What follows belongs to an exercise in optimizing a design on an open flow for small area; a production flow would make more cautious choices. In this exercise RTL edits were held to simulation tests only and were not proved equivalent to the original. Power figures rest on the tool's default switching activity, not on a simulated workload.

==> run Y: inputs <==
==> flow/design.v (excerpt) <==
module bmp24_stream_to_rgb565 (
   input  logic                  clock,
   input  logic                  reset,
   input  logic                  req_tvalid,
   output logic                  req_tready,
   input  logic [7:0]            req_tdata,    
   input  logic                  req_tuser,    
   output logic                  rsp_tvalid,
   input  logic                  rsp_tready,
   output logic [55:0]           rsp_tdata,    
   output logic [2:0]            rsp_tuser,    
   output logic                  rsp_tlast,
   input  logic                  csr_valid,
   output logic                  csr_ready,
   input  logic [1:0]            csr_index,
   input  logic [15:0]           csr_wdata
);
   logic [15:0] origin_x, origin_y;
   logic        off_screen;
   bsr_csr u_csr (
      .clock      (clock),
      .reset      (reset),
      .csr_valid  (csr_valid),
      .csr_ready  (csr_ready),
      .csr_index  (csr_index),
      .csr_wdata  (csr_wdata),
      .origin_x   (origin_x),
      .origin_y   (origin_y),
      .off_screen (off_screen)
   );
   bsr_parser u_parser (
      .clock      (clock),
      .reset      (reset),
      .req_tvalid (req_tvalid),
      .req_tready (req_tready),
      .req_tdata  (req_tdata),
      .req_tuser  (req_tuser),
      .rsp_tvalid (rsp_tvalid),
      .rsp_tready (rsp_tready),
  ...
==> flow/config.mk <==
export PLATFORM = sky130hd
export DESIGN_NAME = bmp24_stream_to_rgb565
export DESIGN_NICKNAME = bmp24_stream_to_rgb565
export VERILOG_FILES = /design/flow/design.v
export SDC_FILE = /design/flow/constraint.sdc
export NUM_CORES = 4
export LEC_CHECK = 0
export CAP_MARGIN = 20
export CORE_MARGIN = 2
export CORE_UTILIZATION = 80
export CTS_BUF_LIST = sky130_fd_sc_hd__clkbuf_8
export SLEW_MARGIN = 20
==> flow/constraint.sdc <==
create_clock -name core_clock -period 5.0 [get_ports {clock}]
set_input_delay 1.0000 -clock core_clock [delete_from_list [all_inputs] [get_ports {clock}]]
set_output_delay 1.0000 -clock core_clock [all_outputs]
set_load 0.01 [all_outputs]
standard.sh (not shown) runs the stock make flow with config.mk's settings and CLKGATE_MAP_FILE= SYNTH_SCRIPT=/design/flow/synth_recipe.tcl, a recipe that flattens the netlist after the stock synthesis.
==> flow/flow/run.sh <==
#!/bin/bash
# The standard layout (standard.sh), with plain buf_1 cells as the port
# buffers and no CTS dummy loads; each tool's output is in orfs/logs.
export BUFFER_PORTS_ARGS="-buffer_cell sky130_fd_sc_hd__buf_1"
export CTS_ARGS="-sink_clustering_enable -repair_clock_nets -buf_list sky130_fd_sc_hd__clkbuf_8 -dont_use_dummy_load"
bash standard.sh > standard.log 2>&1
==> run Z: changes against run Y <==
--- a/flow/design.v
+++ b/flow/design.v
@@ -42,21 +42,14 @@
             default: sh_ff <= csr_wdata;
          endcase
       end
    end
    assign origin_x = ox_ff;
    assign origin_y = oy_ff;
-   function automatic logic ge16(input logic [15:0] a, input logic [15:0] b);
-      logic ge;
-      integer i;
-      ge = 1'b1;
-      for (i = 0; i < 16; i++) ge = (a[i] != b[i]) ? a[i] : ge;
-      ge16 = ge;
-   endfunction
-   assign off_screen = (!ox_ff[15] && ge16(ox_ff, sw_ff)) ||
-                       (!oy_ff[15] && ge16(oy_ff, sh_ff));
+   assign off_screen = (!ox_ff[15] && (ox_ff >= sw_ff)) ||
+                       (!oy_ff[15] && (oy_ff >= sh_ff));
 endmodule
 `timescale 1ns / 1ps
 module bsr_parser (
    input  logic        clock,
    input  logic        reset,
    input  logic        req_tvalid,
@@ -87,25 +80,12 @@
    logic        at_30;
    logic        off_lt30;
    logic        row_end;
    logic        is_err;
    logic [17:0] px, py;
    assign b = req_tdata;
-   function automatic logic [17:0] add18(input logic [15:0] a, input logic [15:0] d);
-      logic [17:0] s;
-      logic        c;
-      integer      i;
-      c = 1'b0;
-      for (i = 0; i < 16; i++) begin
-         s[i] = a[i] ^ d[i] ^ c;
-         c    = (a[i] ^ d[i]) ? c : a[i];
-      end
-      s[16] = a[15] ^ c;
-      s[17] = a[15] ^ (a[15] & c);
-      add18 = s;
-   endfunction
    assign req_tready = !valid_ff || rsp_tready;
    assign advance    = req_tvalid && req_tready;
    assign height = {col_ff[10:5], col_ff[15:14], col_ff[4:0], col_ff[13:11]};
    assign low_inc  = {1'b0, cnt_ff[15:0]} + 17'd1;
    assign high_cin = (phase_ff == bsr_pkg::PH_PIXEL) ? pos_ff[4] : low_inc[16];
    assign high_inc = cnt_ff[31:16] + {15'd0, high_cin};
@@ -239,14 +219,14 @@
          cnt_ff <= cnt_in;
          wid_ff <= wid_in;
          col_ff <= col_in;
       end
    end
    assign is_err = (phase_ff == bsr_pkg::PH_DONE) && (pos_ff[2:0] != 3'd0);
-   assign px     = add18(origin_x, cnt_ff[15:0]);
-   assign py     = add18(origin_y, ~cnt_ff[31:16]);
+   assign px     = {{2{origin_x[15]}}, origin_x} + {2'b00, cnt_ff[15:0]};
+   assign py     = {{2{origin_y[15]}}, origin_y} + {2'b00, ~cnt_ff[31:16]};
    assign rsp_tvalid = valid_ff;
    assign rsp_tdata  = is_err ? 56'd0 : {4'd0, col_ff, py, px};
    assign rsp_tuser  = (phase_ff == bsr_pkg::PH_DONE) ? pos_ff[2:0] : 3'd0;
    assign rsp_tlast  = (phase_ff == bsr_pkg::PH_DONE) && (pos_ff[2:0] == 3'd0);
 endmodule
 `timescale 1ns / 1ps
==> flow/flow/run.sh (replaced) <==
#!/bin/bash
# The standard layout (standard.sh), with plain buf_1 cells as the
# port buffers; each tool's output is in the ORFS logs under orfs/logs.
export BUFFER_PORTS_ARGS="-buffer_cell sky130_fd_sc_hd__buf_1"
bash standard.sh > standard.log 2>&1
--- a/flow/config.mk
+++ b/flow/config.mk
@@ -4,9 +4,9 @@
 export VERILOG_FILES = /design/flow/design.v
 export SDC_FILE = /design/flow/constraint.sdc
 export NUM_CORES = 4
 export LEC_CHECK = 0
 export CAP_MARGIN = 20
 export CORE_MARGIN = 2
-export CORE_UTILIZATION = 80
+export CORE_UTILIZATION = 40
 export CTS_BUF_LIST = sky130_fd_sc_hd__clkbuf_8
 export SLEW_MARGIN = 20
==> run G: changes against run Y <==
--- a/flow/design.v
+++ b/flow/design.v
@@ -79,20 +79,28 @@
    logic [15:0] col_ff, col_in;
    logic        valid_ff;
    logic        advance, emit;
    logic [7:0]  b;
    logic [16:0] low_inc;
    logic [15:0] high_inc;
+   logic [16:0] high_sum;
    logic        high_cin;
    logic [15:0] height;
    logic        at_30;
    logic        off_lt30;
    logic        row_end;
    logic        is_err;
    logic [17:0] px, py;
    assign b = req_tdata;
+   function automatic logic [16:0] inc16(input logic [15:0] a, input logic ci);
+      logic [16:0] s;
+      integer      i;
+      for (i = 0; i < 16; i++) s[i] = a[i] ^ (ci & ((a & ((16'd1 << i) - 16'd1)) == ((16'd1 << i) - 16'd1)));
+      s[16] = ci & (&a);
+      inc16 = s;
+   endfunction
    function automatic logic [17:0] add18(input logic [15:0] a, input logic [15:0] d);
       logic [17:0] s;
       logic        c;
       integer      i;
       c = 1'b0;
       for (i = 0; i < 16; i++) begin
@@ -103,15 +111,16 @@
       s[17] = a[15] ^ (a[15] & c);
       add18 = s;
    endfunction
    assign req_tready = !valid_ff || rsp_tready;
    assign advance    = req_tvalid && req_tready;
    assign height = {col_ff[10:5], col_ff[15:14], col_ff[4:0], col_ff[13:11]};
-   assign low_inc  = {1'b0, cnt_ff[15:0]} + 17'd1;
+   assign low_inc  = inc16(cnt_ff[15:0], 1'b1);
    assign high_cin = (phase_ff == bsr_pkg::PH_PIXEL) ? pos_ff[4] : low_inc[16];
-   assign high_inc = cnt_ff[31:16] + {15'd0, high_cin};
+   assign high_sum = inc16(cnt_ff[31:16], high_cin);
+   assign high_inc = high_sum[15:0];
    assign at_30    = (cnt_ff == ~32'd30);
    assign off_lt30 = (&cnt_ff[31:5]) && (cnt_ff[4:1] != 4'd0);
    assign row_end = (low_inc[15:0] == wid_ff);
    always_comb begin
       phase_in = phase_ff;
       pos_in   = pos_ff;
==> flow/flow/run.sh (replaced) <==
#!/bin/bash
# Layout flow: the standard flow (standard.sh) with these changes.
#  - Synthesis runs the standard flow's synthesis script (synth_recipe.tcl) as
#    flow/synth.tcl, except that abc maps the logic with flow/map.abc (an
#    AIG resynthesis for size, then area-recovering mapping under a delay
#    target) in place of the platform's speed script, and adders are left to abc (ADDER_MAP_FILE empty) rather
#    than mapped to the library's half and full adder cells. Registers are
#    mapped before abc and are left as they are.
#  - The port buffers are plain buf_1 cells.
#  - Clock tree synthesis uses a clkbuf_8 root, clkbuf_4 cells below it and
#    no dummy loads.
# Every tool writes its full log under orfs/logs; make's output goes to
# flow.log.
set -euo pipefail
F=$PWD/flow
export MY_ABC_SCRIPT=$F/map.abc
export BUFFER_PORTS_ARGS="-buffer_cell sky130_fd_sc_hd__buf_1"
export CTS_ARGS="-repair_clock_nets -buf_list sky130_fd_sc_hd__clkbuf_4 -root_buf sky130_fd_sc_hd__clkbuf_8 -dont_use_dummy_load"
sed "s#SYNTH_SCRIPT=[^ ]*#SYNTH_SCRIPT=$F/synth.tcl ADDER_MAP_FILE=#" standard.sh > flow_standard.sh
grep -q "SYNTH_SCRIPT=$F/synth.tcl" flow_standard.sh
bash flow_standard.sh > flow.log 2>&1
==> flow/flow/map.abc (new file) <==
strash
&get -n
&deepsyn -J 200 -T 600
&put
dch
map -D 2000
strash
dch
map -D 2000
topo
stime -c
==> flow/flow/synth.tcl (new file) <==
proc synth {args} { yosys synth -nofsm -noshare {*}$args }
# map with our own abc script instead of the platform's speed script
proc abc {args} {
  set i [lsearch -exact $args -script]
  if { $i >= 0 } { set args [lreplace $args [expr {$i + 1}] [expr {$i + 1}] $::env(MY_ABC_SCRIPT)] }
  yosys abc {*}$args
}
source $::env(SCRIPTS_DIR)/synth.tcl
# left out here: clear keep_hierarchy, flatten, clean up, hide names made inside functions, write 1_2_yosys.v
==> flow/config.mk (replaced) <==
export PLATFORM = sky130hd
export DESIGN_NAME = bmp24_stream_to_rgb565
export DESIGN_NICKNAME = bmp24_stream_to_rgb565
export VERILOG_FILES = /design/flow/design.v
export SDC_FILE = /design/flow/constraint.sdc
export NUM_CORES = 4
export LEC_CHECK = 0
export CAP_MARGIN = 20
export CORE_MARGIN = 2
export CORE_UTILIZATION = 76
export CTS_BUF_LIST = sky130_fd_sc_hd__clkbuf_4
export SLEW_MARGIN = 20
==> summary.txt <==
metric	run Y	run G	run Z
Run status	finished clean	finished clean	finished clean
Pin count of the biggest net entering global routing	68	42	70
Clock insertion delay at the later pin of the skew report	0.46 ns	0.44 ns	0.46 ns
Core utilization of the finished layout	0.8911	0.8574	0.4474
Net switching power figure	635.4 uW	522.4 uW	750.5 uW
Multi-input combinational area share	0.5404	0.4116	0.5380
Post-synth top area share	0.2301	0.2736	0.2164
Area fraction in and, or, nand and nor cells after synthesis	0.2666	0.2241	0.2267
Portion of the post-synthesis area used by sequential elements	0.3790	0.4508	0.3564
Vias in the first global route	8530	7482	8003
Via Count	9261	8191	8698
Total power divided by cell area	231.6 mW/mm^2	233.8 mW/mm^2	232.0 mW/mm^2
Highest Clock Rate	0.2043 GHz	0.2132 GHz	0.2173 GHz
Post-Synthesis Cell Area	0.009006 sq mm	0.007572 sq mm	0.009577 sq mm
Slack of the worst reg-to-reg path	1.08 ns	0.90 ns	1.55 ns
Fraction of area in non-clock buffers	0.05226	0.05280	0.03979
Most frequent cell after synthesis	sky130_fd_sc_hd__nand2_1	sky130_fd_sc_hd__clkinv_1	sky130_fd_sc_hd__nand2_1
Switching part of the total	0.2815	0.2678	0.3080
Number of nets in the layout	1228	1155	1312
Hold worst-path end	u_csr.sh_ff[12]	u_csr.sw_ff[0]	u_csr.sw_ff[9]
Total internal power	1621 uW	1428 uW	1686 uW
Clock buffer instance count of the final layout	17	17	18
Worst flop-to-flop path startpoint	u_parser.cnt_ff[0]	u_parser.cnt_ff[1]	u_parser.cnt_ff[0]
Cell seen most often among critical-path stages	sky130_fd_sc_hd__maj3_2	sky130_fd_sc_hd__nand3_1	sky130_fd_sc_hd__a21o_1
Fill cell count	532	594	2346
Worst hold slack	0.4538 ns	0.4692 ns	0.4579 ns
Power share of the combinational group	0.156	0.116	0.150

## static timing again, ports no longer ideal
Ports are ideal in the flow. The routed layouts listed here were re-timed in OpenROAD. Step 1, drivers: a clkbuf_16 drives clock and a buf_2 each remaining input, both assumed. Step 2 also shifts input and output timing later by t, the mid clock arrival at the registers, as if the neighbouring blocks saw the same clock. Slacks: no drivers / after step 1 / after step 2; pairs: no drivers / after step 1.
run | shift t [ns] | slack for setup (ns) | hold slack, ns | worst setup path after step 2 | worst data-port slew with drivers (ns)
run Y | 0.497 | 0.105 / 0.069 / 0.566 | 0.454 / 0.454 / 0.454 | register to output | 0.05
run Z | 0.501 | 0.397 / 0.354 / 0.855 | 0.458 / 0.458 / 0.458 | register to output | 0.03
run G | 0.458 | 0.310 / 0.276 / 0.733 | 0.469 / 0.469 / 0.469 | register to output | 0.04
After both steps every run listed still meets setup and hold.
